What follows belongs to an exercise in optimizing a design on an open flow for small area, a short achievable clock period and few clock cycles; a production flow would make more cautious choices.
Only simulation tests tie the RTL to the original design; equivalence was not proved.

## muldiv_unit_p
module muldiv_unit_p #(
    parameter int WIDTH = 32,
    parameter int K     = 2
) (
    input  logic             clk,
    input  logic             reset,
    input  logic             start,
    input  logic [2:0]       op,
    input  logic [WIDTH-1:0] src_a,
    input  logic [WIDTH-1:0] src_b,
    input  logic             cancel,
    input  logic             wr_en,
    input  logic             wr_hi,
    input  logic [WIDTH-1:0] wr_data,
    output logic             busy,
    output logic             done,
    output logic [WIDTH-1:0] hi,
    output logic [WIDTH-1:0] lo
);
make LEC_CHECK=0 CAP_MARGIN=30 CORE_MARGIN=2 CORE_UTILIZATION=65 SETUP_SLACK_MARGIN=5 SLEW_MARGIN=30 finish   # period 13.0 ns
run.sh (not shown) runs the stock make flow with config.mk's settings and CLKGATE_MAP_FILE= SYNTH_SCRIPT=/design/flow/synth_recipe.tcl, a recipe that flattens the netlist after the stock synthesis.
Testbench counts at the start, summed over its fixed seeds: cycles 15,716.
Then changed:
==> flow/flow/run.sh (new file) <==
#!/bin/bash
# The standard layout, with timing repair aiming for more setup slack
# than the design's clock period needs.
set -euo pipefail
MARGIN=${MARGIN:-7}
bash standard.sh SETUP_SLACK_MARGIN=$MARGIN finish > orfs_make.log 2>&1
==> flow/standard.sh (new file) <==
#!/bin/bash
# synth_recipe.tcl (not shown) runs the flow's synth.tcl, then flattens the netlist and writes it again
# the make line also repeats each setting of config.mk as NAME=value (left out here)
make -C /OpenROAD-flow-scripts/flow DESIGN_CONFIG=/design/flow/config.mk WORK_HOME=/design/flow/orfs CLKGATE_MAP_FILE= SYNTH_SCRIPT=/design/flow/synth_recipe.tcl "${@:-finish}"
Settings changed: CORE_UTILIZATION 65 to 40, SETUP_SLACK_MARGIN 5 to not set.
removed: flow/run.sh
Wire length went up by 8.7%.
Global-route usage goes down by 17 points.
Setup slack is better by 330 ps.
Cell count grows by 13%.
Via count stays flat.
Synthesized area is unchanged.
Core utilization drops by 24 points.
Cell area rises by 12%.
Then changed:
==> flow/run.sh (new file) <==
#!/bin/bash
# synth_recipe.tcl (not shown) runs the flow's synth.tcl, then flattens the netlist and writes it again
# the make line also repeats each setting of config.mk as NAME=value (left out here)
make -C /OpenROAD-flow-scripts/flow DESIGN_CONFIG=/design/flow/config.mk WORK_HOME=/design/flow/orfs CLKGATE_MAP_FILE= SYNTH_SCRIPT=/design/flow/synth_recipe.tcl finish
Settings changed: SETUP_SLACK_MARGIN set to 5.
removed: flow/flow/run.sh
removed: flow/standard.sh
After rerunning: Via count shrinks by 3.8%. Area after synthesis stays the same. Worst setup slack loses 410 ps. Cell area shrinks by 9.0%. Routed wire length shrinks by 4.2%. Non-clock buffer count shrinks by 182.
Then changed:
==> flow/flow/run.sh (new file) <==
#!/bin/bash
# The standard layout, with timing repair aiming for more setup slack
# than the design's clock period needs.
set -euo pipefail
MARGIN=${MARGIN:-9}
bash standard.sh SETUP_SLACK_MARGIN=$MARGIN finish > orfs_make.log 2>&1
==> flow/standard.sh (new file) <==
#!/bin/bash
# synth_recipe.tcl (not shown) runs the flow's synth.tcl, then flattens the netlist and writes it again
# the make line also repeats each setting of config.mk as NAME=value (left out here)
make -C /OpenROAD-flow-scripts/flow DESIGN_CONFIG=/design/flow/config.mk WORK_HOME=/design/flow/orfs CLKGATE_MAP_FILE= SYNTH_SCRIPT=/design/flow/synth_recipe.tcl "${@:-finish}"
Settings changed: SETUP_SLACK_MARGIN 5 to not set.
removed: flow/run.sh
What happened:
- worst setup slack improved by 500 ps
- design area rose by 11%
- global-route usage rose by 2.7 points
- via count rose by 4.4%
- final cell count rose by 3.6%
- synthesized cell count stays the same
- worst hold slack got worse by 58 ps
- die area is unchanged

* * *

muldiv_unit_p, a different RTL version from the one above (not shown whole).
Size in the first run: roughly 4500 cells after synthesis, ~38000 um2 of cells after synthesis.
==> flow/design.v (excerpt) <==
module muldiv_unit_p #(
    parameter int WIDTH = 32,
    parameter int K     = 2,
    parameter int R4    = 0
) (
    input  logic             clk,
    input  logic             reset,
    input  logic             start,
    input  logic [2:0]       op,
    input  logic [WIDTH-1:0] src_a,
    input  logic [WIDTH-1:0] src_b,
    input  logic             cancel,
    input  logic             wr_en,
    input  logic             wr_hi,
    input  logic [WIDTH-1:0] wr_data,
    output logic             busy,
    output logic             done,
    output logic [WIDTH-1:0] hi,
    output logic [WIDTH-1:0] lo
);
    localparam int DW = 33 + K;                
    localparam int YW = (DW > 33) ? DW : 33;
    typedef enum logic [1:0] {M0, M1, DSTEP, DFIX} mode_t;
    mode_t         mode;
    logic          short_q;              
    logic [2:0]    op_q;
    logic [32:0]   xe_q;                 
    logic [YW-1:0] ye_q;                 
    logic          ym1_q;                
    logic [31:0]   r_q, q_q;             
    logic [5:0]    cnt_q;                
    logic          first_q;              
    logic          triv_q, bzero_q;      
    logic          qneg_q, rneg_q, qz_q;    
    logic          selacc_q, selt_q, selfix_q;    
    function automatic logic [5:0] lzc32(input logic [31:0] v);
        lzc32 = 6'd32;
  ...
make LEC_CHECK=0 CAP_MARGIN=30 CORE_MARGIN=2 CORE_UTILIZATION=40 SETUP_SLACK_MARGIN=5 SLEW_MARGIN=30 finish   # period 13.0 ns
Stock flow here: none of the scripts above is used.
The baseline completed without violations.
Testbench counts at the start, summed over its fixed seeds: cycles 15,792.
Change:
ABC_AREA = 1   (was not set)
What happened: Routed wire length came out higher slightly. Worst setup slack improves by 0.18 ns. Sequential cell count is unchanged. Final cell count goes up by a few percent. Worst hold slack got worse by 0.031 ns. Sequential share of layout area went up by 0.54 points. Synthesized cell count goes up by a little under a tenth. Via count is higher by a few percent. Count of clock-buffer cells in the layout falls by 1.

==> what the ideal ports hide <==
No port has a modelled driver above. Below, the same layouts with a new extraction and two added sets of constraints.
Step 1, drivers: a clkbuf_16 drives clk and a buf_2 each remaining input, both assumed.
Step 2, shift: input delay + t, output delay - t, t = (earliest + latest rising clock arrival at the registers) / 2. This alone moves slack from input paths to output paths.
Slacks: no drivers / after step 1 / after step 2; pairs: no drivers / after step 1.
run | t (ns) | slack for setup (ns) | hold slack, ns | slew at the worst register clock pin (ns) | worst slew at a driven data input, ns
the first run of note 1 | 0.661 | 5.072 / 5.072 / 4.499 | 0.499 / 0.499 / 0.499 | 0.07 / 0.07 | 0.06
the second run of note 1 | 0.692 | 5.405 / 5.405 / 4.898 | 0.470 / 0.470 / 0.470 | 0.07 / 0.07 | 0.05
the third run of note 1 | 0.661 | 4.991 / 4.991 / 4.467 | 0.524 / 0.524 / 0.524 | 0.07 / 0.07 | 0.06
the fourth run of note 1 | 0.668 | 5.488 / 5.488 / 5.140 | 0.465 / 0.465 / 0.465 | 0.07 / 0.07 | 0.07
the first run of note 2 | 0.680 | 4.919 / 4.949 / 4.269 | 0.570 / 0.570 / 0.570 | 0.08 / 0.08 | 0.06
the second run of note 2 | 0.687 | 5.101 / 5.101 / 4.562 | 0.538 / 0.538 / 0.538 | 0.07 / 0.07 | 0.15
After both steps setup and hold are still met in every run listed. For the first run of note 2, which loses most, drivers alone change the setup slack by +0.030 ns; drivers and shift together by -0.650 ns.
